Source: an optimization exercise on an open RTL-to-GDS flow (aim: small area, a short achievable clock period and few clock cycles). Production flows keep margins and buffers that such runs may drop.
The RTL was checked by simulation tests, not by an equivalence proof against the original design.

==> design.v <==
package rws_pkg;
	localparam int MAX_POP_DEF   = 64;
	localparam int COST_BITS_DEF = 32;
endpackage
module roulette_wheel_selector_top (
	input  logic        clk,
	input  logic        arst_n,
	input  logic        in_valid,
	output logic        in_ready,
	input  logic [1:0]  in_opcode,
	input  logic [7:0]  in_entry_index,
	input  logic [31:0] in_cost_value,
	input  logic [15:0] in_random_fraction,
	input  logic [8:0]  in_selection_count,
	output logic        out_valid,
	input  logic        out_ready,
	output logic [7:0]  out_selected_index,
	output logic        out_ran_past_end,
	input  logic        cfg_we,
	input  logic [0:0]  cfg_index,
	input  logic [8:0]  cfg_data
);
	localparam int BPW  = 38;           
	localparam int DK   = 4;            
	localparam int DCYC = 56 / DK;
	localparam int CAP  = 6;            
	localparam int TW   = 38;           
	localparam int MW   = 55;           
	localparam logic [1:0] OP_LOAD = 2'd0, OP_PREP = 2'd1, OP_SEL = 2'd2;
	localparam logic [1:0] PH_IDLE = 2'd0, PH_SUM = 2'd1, PH_SUMW = 2'd2, PH_MUL = 2'd3;
	localparam logic [2:0] KB_CLEAN = 3'd0, KB_DIRTY = 3'd1, KB_WALK = 3'd2,
	                       KB_SUM = 3'd3, KB_SREC = 3'd4, KB_FLUSH = 3'd5;
	logic [31:0] mem [64];
	logic [BPW-1:0] bp_q [7];
	logic [1:0]  mode_q;
	logic [5:0]  nm1_q;           
	logic        clean_q;
	logic [TW-1:0] total_q;
	logic [55:0] step_q, ptr_q;
	logic [6:0]  spos_q;          
	logic [TW-1:0] s_q;           
	logic        smat_q;
	logic [5:0]  nm1c_q;          
	logic        rankc_q;
	logic        r_v;
	logic        r_ld;            
	logic [1:0]  r_op;
	logic [5:0]  r_idx;
	logic        r_idx_ok;
	logic [31:0] r_cost;
	logic [15:0] r_frac;
	logic [8:0]  r_cnt;
	logic [1:0]  ph_q;
	logic [2:0]  sg_q;
	logic        div_busy_q;
	logic [3:0]  dcnt_q;
	logic [8:0]  dc_q;
	logic [10:0] dc3_q;
	logic [8:0]  rema_q, remb_q;
	logic          m_v, m_pmul, m_clean, m_sus, m_ptr;
	logic          n_v, n_clean, n_sus;
	logic [TW-1:0] n_t;
	logic [MW-1:0] m_s, m_c;
	logic          b2_v, b2_sus;
	logic [2:0]    b2_kind;
	logic          b2_pend, b2_shadow;
	logic [7:0]    b2_val;
	logic          b2_rank;
	logic [6:0]    b2_rb;           
	logic [TW-1:0] b2_t;
	logic [2:0]    b2_g;
	logic [7:0]    b2_oh;           
	logic [TW-1:0] b2_base;
	logic [6:0]    b2_lo, b2_hi;
	logic          c_v, c_sus, c_pend;
	logic [2:0]    c_kind;
	logic [2:0]    c_g;
	logic [TW-1:0] c_base;
	logic [TW:0]   c_d;             
	logic [6:0]    c_lo;
	logic [7:0]    c_val;
	logic [31:0]   c_w0, c_w2, c_w4, c_w6;
	logic [32:0]   c_p01, c_p23, c_p45, c_p67;
	logic [6:0]  f_d [CAP];
	logic [2:0]  f_cnt;
	logic [2:0]  o_cnt;
	logic sus, rank;
	logic [2:0] gn;
	logic [6:0] n7;
	assign sus  = (mode_q == 2'd1);
	assign rank = (mode_q == 2'd2);
	assign gn   = nm1_q[5:3];
	assign n7   = {1'b0, nm1_q} + 7'd1;
	logic pipe_busy, flush_go, go, go_load, go_sel, do_load, prep_start, dispatch_sel;
	logic pmul_go, pop, push;
	assign pipe_busy  = m_v | n_v | b2_v | c_v;
	assign flush_go   = !smat_q && !pipe_busy && ph_q == PH_IDLE;
	assign go_load    = !pipe_busy && ph_q == PH_IDLE && smat_q;
	assign do_load    = r_ld && go_load;
	assign prep_start = r_v && r_op == OP_PREP && !pipe_busy && ph_q == PH_IDLE &&
	                    !div_busy_q && smat_q;
	assign pmul_go    = (ph_q == PH_MUL);
	assign go_sel     = ph_q == PH_IDLE && !flush_go && !(sus && div_busy_q) &&
	                    (o_cnt < 3'(CAP)) && (clean_q || !pipe_busy);
	always_comb begin
		case (r_op)
			OP_LOAD: go = go_load;
			OP_PREP: go = pmul_go;
			OP_SEL:  go = go_sel;
			default: go = 1'b1;
		endcase
	end
	assign in_ready     = !r_v || go;
	assign dispatch_sel = r_v && (r_op == OP_SEL) && go_sel;
	assign pop          = out_valid && out_ready;
	always_ff @(posedge clk or negedge arst_n) begin
		if (!arst_n) r_v <= 1'b0;
		else if (in_ready) r_v <= in_valid;
	end
	always_ff @(posedge clk) begin
		if (in_ready) r_ld <= in_valid && (in_opcode == OP_LOAD);
		else if (go_load) r_ld <= 1'b0;
		if (in_ready) begin
			r_op     <= in_opcode;
			r_idx    <= in_entry_index[5:0];
			r_idx_ok <= (in_entry_index[7:6] == 2'd0);
			r_cost   <= in_cost_value;
			r_frac   <= in_random_fraction;
			r_cnt    <= (in_selection_count == 9'd0) ? 9'd1 : in_selection_count;
		end
	end
	always_ff @(posedge clk) begin
		if (do_load && r_idx_ok) mem[r_idx] <= r_cost;
	end
	localparam int W = TW + 2;
	localparam logic [MW-1:0] SGN = MW'(MW'(57'h15555) << (W - 1));
	logic [MW-1:0] rows [9];
	always_comb begin
		logic [17:0] rr;
		logic [8:0]  neg;
		rr = {2'b00, r_frac};
		for (int k = 0; k < 9; k++) begin
			logic [2:0]   t;
			logic [W-1:0] mg, x;
			t = {rr[2*k+1], rr[2*k], (k == 0) ? 1'b0 : rr[(k == 0) ? 0 : 2*k-1]};
			case (t)
				3'b001, 3'b010, 3'b101, 3'b110: mg = W'(total_q);
				3'b011, 3'b100:                 mg = W'(total_q) << 1;
				default:                        mg = '0;
			endcase
			neg[k] = t[2] && (t != 3'b111);
			x = neg[k] ? ~mg : mg;
			rows[k] = MW'({~x[W-1], x[W-2:0]}) << (2*k);
			if (k > 0) rows[k][2*k-2] = neg[k-1];
		end
	end
	function automatic logic [MW-1:0] csa_s(input logic [MW-1:0] a, b, c);
		csa_s = a ^ b ^ c;
	endfunction
	function automatic logic [MW-1:0] csa_c(input logic [MW-1:0] a, b, c);
		csa_c = ((a & b) | (a & c) | (b & c)) << 1;
	endfunction
	logic [MW-1:0] l1 [6];
	logic [MW-1:0] l2 [4];
	logic [MW-1:0] l3 [3];
	logic [MW-1:0] red_s, red_c;
	always_comb begin
		l1[0] = csa_s(rows[0], rows[1], rows[2]); l1[1] = csa_c(rows[0], rows[1], rows[2]);
		l1[2] = csa_s(rows[3], rows[4], rows[5]); l1[3] = csa_c(rows[3], rows[4], rows[5]);
		l1[4] = csa_s(rows[6], rows[7], rows[8]); l1[5] = csa_c(rows[6], rows[7], rows[8]);
		l2[0] = csa_s(l1[0], l1[1], l1[2]); l2[1] = csa_c(l1[0], l1[1], l1[2]);
		l2[2] = csa_s(l1[3], l1[4], l1[5]); l2[3] = csa_c(l1[3], l1[4], l1[5]);
		l3[0] = csa_s(l2[0], l2[1], l2[2]); l3[1] = csa_c(l2[0], l2[1], l2[2]);
		l3[2] = l2[3];
		red_s = csa_s(l3[0], l3[1], l3[2]); red_c = csa_c(l3[0], l3[1], l3[2]);
	end
	logic [56:0] ptr_sum;
	assign ptr_sum = {1'b0, ptr_q} + {1'b0, step_q};
	logic [MW-1:0] mx;
	logic [TW-1:0] mt;
	logic [6:0]    mh;
	logic [2:0]    mgsel;
	logic [MW-1:0] mk;
	assign mk = m_ptr ? MW'(0) : (MW'(0) - SGN + (m_pmul ? MW'(0) : MW'(16'hFFFF)));
	assign mx = m_s + m_c + mk;
	assign mt = mx[MW-1] ? {TW{1'b1}} : mx[TW+15:16];
	always_comb begin
		for (int g = 0; g < 7; g++)
			mh[g] = (3'(g) < gn) && (bp_q[g] >= n_t);
		mgsel = gn;
		for (int g = 6; g >= 0; g--)
			if (mh[g]) mgsel = 3'(g);
	end
	logic [2:0]  bg;
	logic [TW-1:0] bbase, bpsel;
	logic [TW:0]   bd;
	logic [6:0]  blo, bhi;
	logic        bpend, bshadow;
	always_comb begin
		bg      = b2_g;
		blo     = b2_lo;
		bhi     = b2_hi;
		bpend   = b2_pend;
		bshadow = b2_shadow;
		bpsel = '0;
		for (int g = 1; g < 8; g++)
			if (bg == 3'(g)) bpsel = bp_q[g-1];
		bbase = (b2_kind == KB_CLEAN || b2_kind == KB_FLUSH) ? bpsel : b2_base;
		bd = {1'b0, b2_t} - {1'b0, bbase};
	end
	function automatic logic [7:0] bmask(input logic [2:0] g, input logic [6:0] lo, hi);
		for (int j = 0; j < 8; j++)
			bmask[j] = ({1'b0, g, 3'(j)} >= lo) && ({1'b0, g, 3'(j)} < hi);
	endfunction
	logic [31:0] bw [8];
	logic [7:0]  bval;
	always_comb begin
		bval = b2_val;
		for (int j = 0; j < 8; j++) begin
			logic [6:0] idx;
			idx = {1'b0, bg, 3'(j)};
			if (!bval[j])     bw[j] = '0;
			else if (b2_rank) bw[j] = 32'(b2_rb - 7'(j));
			else begin
				bw[j] = '0;
				for (int g = 0; g < 8; g++)
					bw[j] = bw[j] | (mem[8*g+j] & {32{b2_oh[g]}});
			end
		end
	end
	logic [7:0]  chit;
	logic [2:0]  jsel;
	logic        anyhit, clast;
	logic [TW-1:0] acc;
	function automatic logic [39:0] cs_s(input logic [39:0] a, b, c);
		cs_s = a ^ b ^ c;
	endfunction
	function automatic logic [39:0] cs_c(input logic [39:0] a, b, c, input logic cin);
		cs_c = {((a & b) | (a & c) | (b & c)), cin} ;
	endfunction
	function automatic logic nonneg(input logic [39:0] a, b);
		logic [39:0] t;
		t = a + b;
		nonneg = !t[39];
	endfunction
	always_comb begin
		logic [39:0] nd, p01, p23, p45, p67, w2, w4, w6;
		logic [39:0] s3, c3, s5, c5;
		nd  = ~{c_d[TW], c_d};
		p01 = 40'(c_p01); p23 = 40'(c_p23); p45 = 40'(c_p45); p67 = 40'(c_p67);
		w2  = 40'(c_w2);  w4  = 40'(c_w4);  w6  = 40'(c_w6);
		s3  = cs_s(p01, p23, nd);
		c3  = cs_c(p01, p23, nd, 1'b1);
		s5  = cs_s(s3, c3, p45);
		c5  = cs_c(s3, c3, p45, 1'b0);
		chit[0] = c_val[0] && nonneg(40'(c_w0), nd + 40'd1);
		chit[1] = c_val[1] && nonneg(40'(c_p01), nd + 40'd1);
		chit[2] = c_val[2] && nonneg(cs_s(p01, w2, nd), cs_c(p01, w2, nd, 1'b1));
		chit[3] = c_val[3] && nonneg(s3, c3);
		chit[4] = c_val[4] && nonneg(cs_s(s3, c3, w4), cs_c(s3, c3, w4, 1'b0));
		chit[5] = c_val[5] && nonneg(s5, c5);
		chit[6] = c_val[6] && nonneg(cs_s(s5, c5, w6), cs_c(s5, c5, w6, 1'b0));
		chit[7] = c_val[7] && nonneg(cs_s(s5, c5, p67), cs_c(s5, c5, p67, 1'b0));
		anyhit = |chit;
		jsel = '0;
		for (int j = 7; j >= 0; j--)
			if (chit[j]) jsel = 3'(j);
	end
	always_comb begin
		logic [39:0] a0, a1, b0, b1, e0, e1, bs;
		bs = 40'(c_base);
		a0 = cs_s(40'(c_p01), 40'(c_p23), 40'(c_p45));
		a1 = cs_c(40'(c_p01), 40'(c_p23), 40'(c_p45), 1'b0);
		b0 = cs_s(a0, a1, 40'(c_p67));
		b1 = cs_c(a0, a1, 40'(c_p67), 1'b0);
		e0 = cs_s(b0, b1, bs);
		e1 = cs_c(b0, b1, bs, 1'b0);
		acc = TW'(e0 + e1);
	end
	assign clast = (c_g == gn);
	logic       c_done, c_past, c_walk, c_srec, c_setp, c_sets;
	logic [5:0] c_res;
	logic [6:0] c_pnew;
	always_comb begin
		c_done = 1'b0;
		c_past = 1'b0;
		c_res  = nm1_q;
		c_walk = 1'b0;
		c_srec = 1'b0;
		c_setp = 1'b0;
		c_sets = 1'b0;
		c_pnew = n7;
		if (c_v) begin
			case (c_kind)
				KB_CLEAN: begin
					c_done = 1'b1;
					c_past = !anyhit;
					if (anyhit) begin
						c_res  = {c_g, jsel};
						c_pnew = {1'b0, c_g, jsel};
					end
					c_setp = c_sus;
				end
				KB_DIRTY, KB_WALK: begin
					if (c_pend) begin
						c_done = 1'b1;
						c_past = 1'b1;
					end else if (anyhit) begin
						c_done = 1'b1;
						c_res  = {c_g, jsel};
						c_pnew = {1'b0, c_g, jsel};
						c_setp = c_sus;
						c_srec = c_sus;
					end else if (clast) begin
						c_done = 1'b1;
						c_past = 1'b1;
						c_setp = c_sus;
						c_sets = c_sus;
					end else begin
						c_walk = 1'b1;
					end
				end
				KB_SREC, KB_FLUSH: c_sets = 1'b1;
				default: ;
			endcase
		end
	end
	assign push = c_done;
	logic [2:0] cn_g;
	logic [7:0] cn_oh, cs_oh, cn_val, cs_val;
	logic [6:0] cn_rb, cs_rb;
	assign cn_g   = c_g + 3'd1;
	assign cn_oh  = 8'd1 << cn_g;
	assign cs_oh  = 8'd1 << c_g;
	assign cn_rb  = n7 - {1'b0, cn_g, 3'b000};
	assign cs_rb  = n7 - {1'b0, c_g, 3'b000};
	assign cn_val = bmask(cn_g, c_lo, n7);
	assign cs_val = bmask(c_g, c_lo, 7'd64);
	logic sum_issue;
	assign sum_issue = (ph_q == PH_SUM);
	always_ff @(posedge clk or negedge arst_n) begin
		if (!arst_n) begin
			m_v  <= 1'b0;
			n_v  <= 1'b0;
			b2_v <= 1'b0;
			c_v  <= 1'b0;
		end else begin
			m_v  <= dispatch_sel || pmul_go;
			n_v  <= m_v && !m_pmul;
			b2_v <= n_v || c_walk || c_srec || sum_issue ||
			        (flush_go && spos_q <= {1'b0, nm1c_q});
			c_v  <= b2_v;
		end
	end
	always_ff @(posedge clk) begin
		m_pmul  <= pmul_go;
		m_clean <= clean_q;
		m_sus   <= sus;
		m_ptr   <= sus && !pmul_go;
		if (sus && !pmul_go) begin
			m_s <= (ptr_q[55:54] != 2'b00) ? MW'({TW{1'b1}}) << 16 : MW'(ptr_q[53:0]);
			m_c <= (ptr_q[55:54] != 2'b00) ? MW'(0) : MW'(16'hFFFF);
		end else begin
			m_s <= red_s;
			m_c <= red_c;
		end
		b2_shadow <= 1'b0;
		b2_rank   <= rank;
		b2_pend   <= 1'b0;
		n_t     <= mt;
		n_clean <= m_clean;
		n_sus   <= m_sus;
		if (n_v) b2_t <= n_t;
		b2_sus    <= (c_walk || c_srec) ? c_sus : n_sus;
		if (c_walk || c_srec) begin
			b2_kind <= c_walk ? KB_WALK : KB_SREC;
			b2_g    <= c_walk ? cn_g : c_g;
			b2_base <= c_walk ? acc : c_base;
			b2_oh   <= c_walk ? cn_oh : cs_oh;
			b2_rb   <= c_walk ? cn_rb : cs_rb;
			b2_lo   <= c_lo;
			b2_hi   <= c_walk ? n7 : {1'b0, c_g, jsel};
			b2_val  <= c_walk ? cn_val : (cs_val & ~(8'hFF << jsel));
		end else if (n_v) begin
			b2_kind <= n_clean ? KB_CLEAN : KB_DIRTY;
			b2_g    <= n_clean ? mgsel : (n_sus ? spos_q[5:3] : 3'd0);
			b2_oh   <= 8'd1 << (n_clean ? mgsel : (n_sus ? spos_q[5:3] : 3'd0));
			b2_rb   <= n7 - {1'b0, (n_clean ? mgsel : (n_sus ? spos_q[5:3] : 3'd0)), 3'b000};
			b2_base <= n_sus ? s_q : '0;
			b2_lo   <= (!n_clean && n_sus) ? spos_q : '0;
			b2_hi   <= n7;
			b2_pend <= !n_clean && n_sus && (spos_q > {1'b0, nm1_q});
			b2_val  <= n_clean ? ((mgsel != gn) ? 8'hFF : ~(8'hFE << nm1_q[2:0])) :
			           bmask(n_sus ? spos_q[5:3] : 3'd0, (n_sus ? spos_q : 7'd0), n7);
		end else if (sum_issue) begin
			b2_kind <= KB_SUM;
			b2_g    <= sg_q;
			b2_oh   <= 8'd1 << sg_q;
			b2_rb   <= n7 - {1'b0, sg_q, 3'b000};
			b2_base <= s_q;
			b2_lo   <= '0;
			b2_hi   <= n7;
			b2_val  <= bmask(sg_q, 7'd0, n7);
		end else begin
			b2_kind   <= KB_FLUSH;
			b2_g      <= spos_q[5:3];
			b2_oh     <= 8'd1 << spos_q[5:3];
			b2_base   <= s_q;
			b2_lo     <= '0;
			b2_hi     <= spos_q;
			b2_shadow <= 1'b1;
			b2_rank   <= rankc_q;
			b2_rb     <= {1'b0, nm1c_q} + 7'd1 - {1'b0, spos_q[5:3], 3'b000};
			b2_val    <= ~(8'hFF << spos_q[2:0]);
		end
		c_kind <= b2_kind;
		c_sus  <= b2_sus;
		c_g    <= bg;
		c_base <= (b2_kind == KB_SUM) ? ((b2_g == 3'd0) ? '0 : acc) : bbase;
		c_d    <= bd;
		c_lo   <= blo;
		c_pend <= bpend;
		c_val  <= bval;
		c_w0   <= bw[0];
		c_w2   <= bw[2];
		c_w4   <= bw[4];
		c_w6   <= bw[6];
		c_p01  <= 33'(bw[0]) + 33'(bw[1]);
		c_p23  <= 33'(bw[2]) + 33'(bw[3]);
		c_p45  <= 33'(bw[4]) + 33'(bw[5]);
		c_p67  <= 33'(bw[6]) + 33'(bw[7]);
		if (c_v && c_kind == KB_SUM && c_g != 3'd7) bp_q[c_g] <= acc[BPW-1:0];
	end
	logic [55:0] qa, qb;
	logic [8:0]  ra, rb;
	function automatic logic [10:0] r4(input logic [8:0] r, input logic [1:0] b,
			input logic [8:0] c, input logic [10:0] c3);
		logic [10:0] t;
		logic [11:0] d1, d2, d3;
		t  = {r, b};
		d1 = {1'b0, t} - {3'b0, c};
		d2 = {1'b0, t} - {2'b0, c, 1'b0};
		d3 = {1'b0, t} - {1'b0, c3};
		if (!d3[11])      r4 = {2'd3, d3[8:0]};
		else if (!d2[11]) r4 = {2'd2, d2[8:0]};
		else if (!d1[11]) r4 = {2'd1, d1[8:0]};
		else              r4 = {2'd0, t[8:0]};
	endfunction
	always_comb begin
		logic [10:0] o;
		qa = ptr_q;  ra = rema_q;
		qb = step_q; rb = remb_q;
		for (int k = 0; k < DK / 2; k++) begin
			o  = r4(ra, qa[55:54], dc_q, dc3_q);
			ra = o[8:0];
			qa = {qa[53:0], o[10:9]};
			o  = r4(rb, qb[55:54], dc_q, dc3_q);
			rb = o[8:0];
			qb = {qb[53:0], o[10:9]};
		end
	end
	always_ff @(posedge clk) begin
		if (pmul_go) begin
			dc_q  <= r_cnt;
			dc3_q <= {2'b00, r_cnt} + {1'b0, r_cnt, 1'b0};
		end
		if (m_v && m_pmul) begin
			rema_q <= '0;
			remb_q <= '0;
		end else if (dcnt_q != '0) begin
			rema_q <= ra;
			remb_q <= rb;
		end
	end
	always_ff @(posedge clk or negedge arst_n) begin
		if (!arst_n) begin
			mode_q     <= 2'd0;
			nm1_q      <= 6'd63;
			clean_q    <= 1'b0;
			total_q    <= '0;
			step_q     <= '0;
			ptr_q      <= '0;
			spos_q     <= '0;
			s_q        <= '0;
			smat_q     <= 1'b1;
			ph_q       <= PH_IDLE;
			sg_q       <= '0;
			div_busy_q <= 1'b0;
			dcnt_q     <= '0;
		end else begin
			if (cfg_we) begin
				clean_q <= 1'b0;
				if (cfg_index == 1'b0) mode_q <= cfg_data[1:0];
				else nm1_q <= (cfg_data == 9'd0) ? 6'd0 :
				              (cfg_data > 9'd64) ? 6'd63 : 6'(cfg_data - 9'd1);
			end
			if (do_load) clean_q <= 1'b0;
			if (prep_start) begin
				ph_q   <= PH_SUM;
				sg_q   <= '0;
				spos_q <= '0;
				s_q    <= '0;
			end
			if (ph_q == PH_SUM) begin
				sg_q <= sg_q + 3'd1;
				if (sg_q == gn) ph_q <= PH_SUMW;
			end
			if (c_v && c_kind == KB_SUM && c_g == gn) begin
				ph_q    <= PH_MUL;
				total_q <= acc;
				clean_q <= 1'b1;
			end
			if (pmul_go) begin
				ph_q       <= PH_IDLE;
				div_busy_q <= 1'b1;
			end
			if (m_v && m_pmul) begin
				ptr_q  <= 56'(mx);
				step_q <= 56'({total_q, 16'd0});
				dcnt_q <= 4'(DCYC);
			end
			if (dcnt_q != '0) begin
				ptr_q  <= qa;
				step_q <= qb;
				dcnt_q <= dcnt_q - 4'd1;
				if (dcnt_q == 4'd1) div_busy_q <= 1'b0;
			end
			if (dispatch_sel && sus) ptr_q <= ptr_sum[56] ? {56{1'b1}} : ptr_sum[55:0];
			if (c_setp) spos_q <= c_pnew;
			if (c_v && c_kind == KB_CLEAN && c_sus) smat_q <= 1'b0;
			if (c_sets) begin
				s_q    <= acc;
				smat_q <= 1'b1;
			end
			if (flush_go && spos_q > {1'b0, nm1c_q}) begin
				s_q    <= total_q;
				smat_q <= 1'b1;
			end
		end
	end
	always_ff @(posedge clk) begin
		if (prep_start) begin
			nm1c_q  <= nm1_q;
			rankc_q <= rank;
		end
	end
	always_ff @(posedge clk or negedge arst_n) begin
		if (!arst_n) begin
			f_cnt <= '0;
			o_cnt <= '0;
		end else begin
			if (push && !pop) f_cnt <= f_cnt + 3'd1;
			else if (!push && pop) f_cnt <= f_cnt - 3'd1;
			if (dispatch_sel && !pop) o_cnt <= o_cnt + 3'd1;
			else if (!dispatch_sel && pop) o_cnt <= o_cnt - 3'd1;
		end
	end
	always_ff @(posedge clk) begin
		for (int i = 0; i < CAP; i++) begin
			if (push && (3'(i) == f_cnt - 3'(pop))) f_d[i] <= {c_past, c_res};
			else if (pop) f_d[i] <= (i == CAP - 1) ? f_d[i] : f_d[(i == CAP - 1) ? i : i + 1];
		end
	end
	assign out_valid          = (f_cnt != 3'd0);
	assign out_selected_index = {2'b00, f_d[0][5:0]};
	assign out_ran_past_end   = f_d[0][6];
endmodule
==> run.sh <==
#!/bin/bash
# synth_recipe.tcl (not shown) runs the flow's synth.tcl, then flattens the netlist and writes it again
# the make line also repeats each setting of config.mk as NAME=value (left out here)
make -C /OpenROAD-flow-scripts/flow DESIGN_CONFIG=/design/flow/config.mk WORK_HOME=/design/flow/orfs CLKGATE_MAP_FILE= SYNTH_SCRIPT=/design/flow/synth_recipe.tcl finish
==> config.mk <==
export PLATFORM = sky130hd
export DESIGN_NAME = roulette_wheel_selector_top
export DESIGN_NICKNAME = roulette_wheel_selector_top
export VERILOG_FILES = /design/flow/design.v
export SDC_FILE = /design/flow/constraint.sdc
export NUM_CORES = 4
export LEC_CHECK = 0
export CAP_MARGIN = 20
export CORE_MARGIN = 2
export CORE_UTILIZATION = 50
export CTS_CLUSTER_DIAMETER = 80
export CTS_CLUSTER_SIZE = 24
export PLACE_DENSITY = 0.65
export SETUP_SLACK_MARGIN = 5
export SLEW_MARGIN = 20
==> constraint.sdc <==
create_clock -name core_clock -period 10.0 [get_ports {clk}]
set_input_delay 2.0000 -clock core_clock [delete_from_list [all_inputs] [get_ports {clk}]]
set_output_delay 2.0000 -clock core_clock [all_outputs]
set_load 0.01 [all_outputs]
==> summary.txt, run 1 <==
startpoint types flip-flop; clock sink count 3,318; largest net degree at the start of global routing 100; via count 122,852; Num CTS Buffers 189; Crit-path slowest cell fa_1; num ports 93; register area share after synthesis 0.537; RSZ-0062 raised after global routing yes; Req. time, crit path 10.85 ns; Syn Inst Count 13,914; Bufs on Longest Clock Path 4; CTS tree yes; max-slew violations 0; WL final 600,000 um; Final min period 5.40 ns; Final Non-Filler Cells 18,927; Total GRT Usage 0.333; post-DR wirelength/cell 31.7 um; dominant synthesized flop cell edfxtp_1; vias in the first global route 115,871; synth cell count leaders 2,487 x edfxtp_1, 1,124 x ha_1, 958 x inv_1; Fin Setup TNS 0 ns; library cells used by synthesis 105; Core Area 343,000 um2; async set-or-reset flop fraction in the synthesized netlist 0.0681; Die Wd 591 um; Ys Warns 7; GRT Residual Overflow 0; NumNets Final 16,011; status finished clean; CTS hold repair buffers 0; relative slew slack 0.188; final hold violation count 0; most used cell, CP inv_1; area leader, netlist edfxtp_1; post-route ant nets 0; critical path data arrival time 6.25 ns; drt via density 6.49; Setup CP Type reg -> reg; Largest delay share family, worst path compound AO/OA/AOI/OAI gates; crit path cell chain inv_1 -> fa_1 -> inv_1 -> ha_1 -> nand4_1 -> nor3_1 -> a2111oi_2 -> buf_4 -> o211ai_1 -> o221ai_2 -> o311ai_2 -> a211o_4 -> nor2_8 -> buf_6 -> a31oi_4 -> nor3b_4 -> buf_12 -> bufbuf_16 -> a221o_1; fmax 185 MHz; Synth Area per Inst 12.4 um2; H-tree Lvls 4; Clock Latency Late Sink 1.01 ns; antenna violations before repair 34; worst hold path type reg -> reg; skew final 0.124 ns; share of the synthesized area in the top cell type 0.434; area of the mapped netlist 172,000 um2; CP Capture Type flip-flop; cell row count 215; WP buf/inv 6; final setup fails 0; count leader, synth edfxtp_1; Slew @ Worst Pin 1.19 ns; hpwl dp 406,000 um; Post-synth EDFFs 2,487; first-pass GRT wire length 842,000 um; max_cap viols 0; layout cells sized above 1 0.143; largest cells by area after synthesis edfxtp_1 43%, ha_1 8.2%, dfxtp_1 7.0%, fa_1 7.0%, dfrtp_1 3.2%; Placed Cells incl. Taps 18,164; clk slew on worst S/H paths 0.09 ns; IO buf count 90; clock root cell clkbuf_16; FF+latch count, synth 3,318; Max FO, Critical Path 9; area grow syn2layout 13.2%; Initial DRC Count 15,342; Die ar. 349,000 um2; fin crit share 0.540; First-pass DRT Iterations 10; Die Y 591 um; starting density of the core 0.502; filler cell count 28,112; DRC 0; GPL Wtd Cong 1.04; CP peak stage delay 0.55 ns
==> layer usage <==
| layer | share of wire | global-route usage | up-vias |
|---|---|---|---|
| met5 | 0.00041 | 0.000958 | - |
| met1 | 0.39 | 0.456 | 61769 |
| met2 | 0.45 | 0.512 | 6752 |
| li1 | - | - | 53128 |
| met4 | 0.060 | 0.164 | 30 |
| met3 | 0.10 | 0.0586 | 1173 |
==> cell families (layout without fill, tap and decap cells) <==
logic type | after synthesis | count (layout) | share of synthesized area
mux | 146 | 146 | 0.00977
xor+xnor | 737 | 737 | 0.0375
other cells | 1 | 12 | 0.0000218
buf+inv | 1677 | 2115 | 0.0369
compound gates | 4037 | 4039 | 0.165
fa+ha+maj | 1723 | 1723 | 0.151
simple gates | 2275 | 2280 | 0.0623
flops | 3318 | 3318 | 0.537
==> what timing repair did <==
action	4_1_cts	5_1_grt
pin swaps	157	242
gates resized for setup	750	536
endpoints found under the setup margin	860	499
buffers inserted	192	178
gates cloned	17	19
==> cell type report <==
| cell class | instances | area, um2 | area share |
|---|---|---|---|
| sequential | 3318 | 92800 | 0.477 |
| multi-input combinational | 8927 | 78200 | 0.402 |
| inverter | 960 | 3660 | 0.0188 |
| tap | 4557 | 5700 | 0.0293 |
| timing repair buffer | 810 | 8200 | 0.0421 |
| clock buffer | 269 | 5140 | 0.0264 |
| antenna | 10 | 25.0 | 0.000129 |
| clock inverter | 76 | 1010 | 0.00520 |
==> state kept, by name (all words and copies together), names as in the netlist, 33 cells and up <==
| signal | cells |
|---|---|
| b2_base | 38 |
| b2_t | 38 |
| bp_q | 266 |
| c_base | 38 |
| c_d | 39 |
| c_p01 | 33 |
| c_p23 | 33 |
| c_p45 | 33 |
| c_p67 | 33 |
| f_d | 42 |
| m_c | 51 |
| m_s | 55 |
| mem | 2048 |
| n_t | 38 |
| ptr_q | 56 |
| s_q | 38 |
| step_q | 56 |
| total_q | 38 |
==> final timing paths <==
check | from | end | slack [ns] | cells past startpoint
worst min-delay path | b2_sus$_DFF_P_ | c_sus$_DFF_P_ | 0.32 | 0
min in group asynchronous | arst_n | step_q[3]$_DFFE_PN0P_ | 1.03 | 1
max in group asynchronous | arst_n | ptr_q[55]$_DFFE_PN0P_ | 7.46 | 2
worst max-delay path | c_w2[22]$_DFF_P_ | s_q[2]$_DFFE_PN0P_ | 4.60 | 19
worst min register to register | b2_sus$_DFF_P_ | c_sus$_DFF_P_ | 0.32 | 0
worst max register to register | c_w2[22]$_DFF_P_ | s_q[2]$_DFFE_PN0P_ | 4.60 | 19
==> metrics by stage <==
step | hold slack [ns] | area, um2 | worst slack, ns | utilization
2_1_floorplan | 0.310 | 172000 | 4.94 | -
3_3_place_gp | 0.311 | 179000 | 2.44 | 0.523
3_5_place_dp | 0.312 | 179000 | 2.43 | 0.523
4_1_cts | 0.316 | 191000 | 4.60 | 0.556
5_1_grt | 0.323 | 195000 | 4.52 | 0.568
6_report | 0.320 | 195000 | 4.60 | 0.568
==> layout by cell type (no fill, tap or decap), types with 108 or more instances in the layout <==
cell type	n
a211oi_1	124
a22oi_1	380
edfxtp_1	2487
a21o_1	243
a31oi_1	300
xnor2_1	529
inv_1	863
nand2_1	706
nand4_1	108
ha_1	1081
nor3_1	117
a22o_1	269
a21oi_1	805
xor2_1	171
o21ai_0	409
fa_1	563
nand3_1	143
dfrtp_1	210
clkbuf_16	206
nor2_1	528
a222oi_1	222
dfxtp_1	487
a221oi_1	283
buf_4	528
Testbench counts, summed over its fixed seeds: cycles 4,620.
==> run 2, diff against run 1 <==
--- a/config.mk
+++ b/config.mk
@@ -5,6 +5,7 @@
 export SDC_FILE = /design/flow/constraint.sdc
 export NUM_CORES = 4
 export LEC_CHECK = 0
+export ABC_AREA = 1
 export CAP_MARGIN = 20
 export CORE_MARGIN = 2
 export CORE_UTILIZATION = 50
==> run 2 against run 1 <==
Effect of this change: first-iteration DRC count is 2.7% lower; global-route usage increased by 0.067 points; still clean; highest routed layer unchanged; non-clock buffer count shrank 135; synthesized cell count is 18% higher; critical path depth is 6 higher.
==> summary.txt, run 2 <==
vias in the first global route 122,289; relative slew slack 0.193; H-tree Lvls 4; area grow syn2layout 11.7%; WHS Path Cells 0; drt via density 6.03; adder-cell area share of the yosys netlist 0.149; IO buf count 90; FF+latch count, synth 3,318; skew final 0.101 ns; startpoint types flip-flop; Ys Warns 7; status finished clean; library cells used by synthesis 76; filler cell count 29,498; Post-synth EDFFs 2,487; Syn Inst Count 16,418; xor/xnor cell area share of the yosys netlist 0.0355; multiplexer area fraction after synthesis 0.00260; largest register by flop count mem; area leader, netlist edfxtp_1; clock sink count 3,318; clk slew on worst S/H paths 0.10 ns; worst hold path type reg -> reg; antenna violations before repair 40; Top Usage Layer GRT met2; Initial DRC Count 14,932; post-DR wirelength/cell 28.2 um; final setup fails 0; worst reg-to-reg setup slack 4.80 ns; Final min period 5.20 ns; CTS tree yes; fmax 192 MHz; Slew @ Worst Pin 1.20 ns; RSZ-0062 raised after global routing yes; final worst slack 4.80 ns; Cell Area, Placed 183,000 um2; critical path data arrival time 6.01 ns; Die Y 596 um; Clock Latency Late Sink 1.00 ns; Num CTS Buffers 195; Setup CP Type reg -> reg; area of the mapped netlist 175,000 um2; NumNets Final 18,526; num ports 93; Total GRT Usage 0.334; cell row count 217; post-route ant nets 0; Bufs on Longest Clock Path 4; post-synthesis compound-gate area fraction 0.113; layout cells sized above 1 0.0996; share of the synthesized area in the top cell type 0.427; Reg2Reg Depth 25; starting density of the core 0.502; largest cells by area after synthesis edfxtp_1 43%, ha_1 8.0%, nand2_1 7.1%, dfxtp_1 6.9%, fa_1 6.9%; final hold violation count 0; most frequent cells in the layout 3,228 x nand2_1, 2,487 x edfxtp_1, 1,666 x inv_1; first-pass GRT wire length 864,000 um; synth cell count leaders 3,312 x nand2_1, 2,487 x edfxtp_1, 1,758 x inv_1; fin crit share 0.520; GPL Wtd Cong 1.04; CP Capture Type flip-flop; async set-or-reset flop fraction in the synthesized netlist 0.0681; multi-input gate area in the final layout 76,900 um2; Max FO, Critical Path 5; DRC 0; max reg flops 2,048; largest family of logic cells by synthesized area adder cells; Synth Area per Inst 10.7 um2; largest net degree at the start of global routing 81; Top Registers mem x2048, bp_q x266; max-slew violations 0; First-pass DRT Iterations 7; Seq. cell area 92,600 um2; most common cell after layout, fill and taps aside nand2_1; Core Area 349,000 um2; Fin Setup TNS 0 ns; dominant synthesized flop cell edfxtp_1; pre-CTS WS 3.67 ns; count leader, synth nand2_1; Req. time, crit path 10.81 ns; met2 Usage GRT 0.519; clock root cell clkbuf_16; WL final 607,000 um; GR Util met1 0.460; via count 129,588; Synth Area in Simple Gates 0.120; Design Area, Final 196,000 um2; Die Wd 596 um; GRT Residual Overflow 0; Die ar. 355,000 um2; max_cap viols 0; met3 usage 0.0497; hpwl dp 427,000 um; register area share after synthesis 0.528
## run 2: cell types whose count changed after synthesis, moves of 180 or more
cell      before   now
a31oi_1      333    91
a21o_1       244    22
xnor2_1      551   169
a22o_1       270    41
inv_1        958  1758
xor2_1       186   540
nand3_1      154   334
a21oi_1      853  1036
a222oi_1     222     0
a22oi_1      390     9
nand4_1      108   363
nand2_1      736  3312
o22ai_1       90   428
## run 2: per-layer routing
layer / wire [um] / vias to the layer above
li1: - / 58060
met1: 246000 / 64335
met2: 274000 / 6022
met3: 51900 / 1157
met4: 34700 / 14
met5: 79 / -
## run 2: area by class of cell
class | count | share of cell area
diodes | 27 | 0.000346
clock buffers | 269 | 0.0271
clock inverters | 77 | 0.00583
inverters | 1836 | 0.0361
multi-input cells | 10694 | 0.393
flip-flops and latches | 3318 | 0.474
well taps | 4599 | 0.0294
repair buffers | 675 | 0.0343
repair inverters | 1 | 0.0000256
## run 2: path summary, 6_finish.rpt
path,endpoint,from
min reg2reg,n_sus$_DFF_P_,m_sus$_DFF_P_
min in group asynchronous,ptr_q[48]$_DFFE_PN0P_,arst_n
max in group asynchronous,c_v$_DFF_PN0_,arst_n
max reg2reg,f_cnt[1]$_DFFE_PN0P_,c_d[0]$_DFF_P_
min,n_sus$_DFF_P_,m_sus$_DFF_P_
max,f_cnt[1]$_DFFE_PN0P_,c_d[0]$_DFF_P_
## run 2: repair_timing
item	CTS	global route
resized for setup	495	484
buffers inserted	162	108
pin swaps	84	147
cloned	10	19
hold buffers	0	0
endpoints found under the setup margin	560	405
## run 2: through the flow
stage           util  hold WS (ns)  cells
6_report       0.560         0.333  21496
5_1_grt        0.560         0.344  21481
4_1_cts        0.551         0.335  21336
3_5_place_dp   0.523         0.312  20818
3_3_place_gp   0.523         0.311  20810
2_1_floorplan      -         0.310  16419
## run 2: worst max-delay path, cell delays in order (launching register included)
cell	delay [ns]
dfxtp_2	0.51
inv_1	0.12
ha_1	0.26
nand2_2	0.22
nor2_2	0.08
nand2_2	0.20
nor2_4	0.10
xnor2_2	0.25
ha_1	0.33
a21oi_1	0.18
o21ai_0	0.25
nor2_2	0.29
nand3_1	0.20
nand4_1	0.15
nand3_2	0.21
nand2_2	0.29
nand4_4	0.19
nor2_4	0.15
nand2_2	0.09
nand2_4	0.10
inv_4	0.06
ha_4	0.16
inv_4	0.06
fa_2	0.44
nor2_2	0.11
a21oi_1	0.05
## run 2: logic make-up after synthesis
| group | after synthesis |
|---|---|
| xor gates and xnor gates | 709 |
| AOI/OAI and AO/OA | 3164 |
| DFF | 3318 |
| muxes | 45 |
| buffers and inverters | 2420 |
| and+or+nand+nor | 5038 |
| other | 1 |
| adders and majority gates | 1723 |

[port drivers added, routing unchanged]
In the flow no input, the clock included, has a driving cell. The finished layouts below were timed again as built, in two steps.
Step 1, drivers: a clkbuf_16 drives clk and a buf_2 each remaining input, both assumed.
Step 2 adds t to the input delays and takes it off the output delays; t is the mean of the earliest and latest rising clock arrival at the registers after step 1. Input paths then give back, and output paths get back, about the clock's delay inside the block.
a / b / c = no drivers / after step 1 / after step 2; a / b = the first two.
run	shift t [ns]	slack for setup (ns)	worst setup path after step 2	latest minus earliest clock arrival (ns)	slew at the worst register clock pin (ns)
run 1	1.055	4.605 / 4.605 / 4.605	register to register	0.124 / 0.124	0.11 / 0.11
run 2	1.055	4.801 / 4.801 / 4.775	input to register	0.105 / 0.105	0.11 / 0.11
After both steps setup and hold are still met in every run listed. For run 2, which loses most, drivers alone change the setup slack by 0.000 ns; drivers and shift together by -0.026 ns.
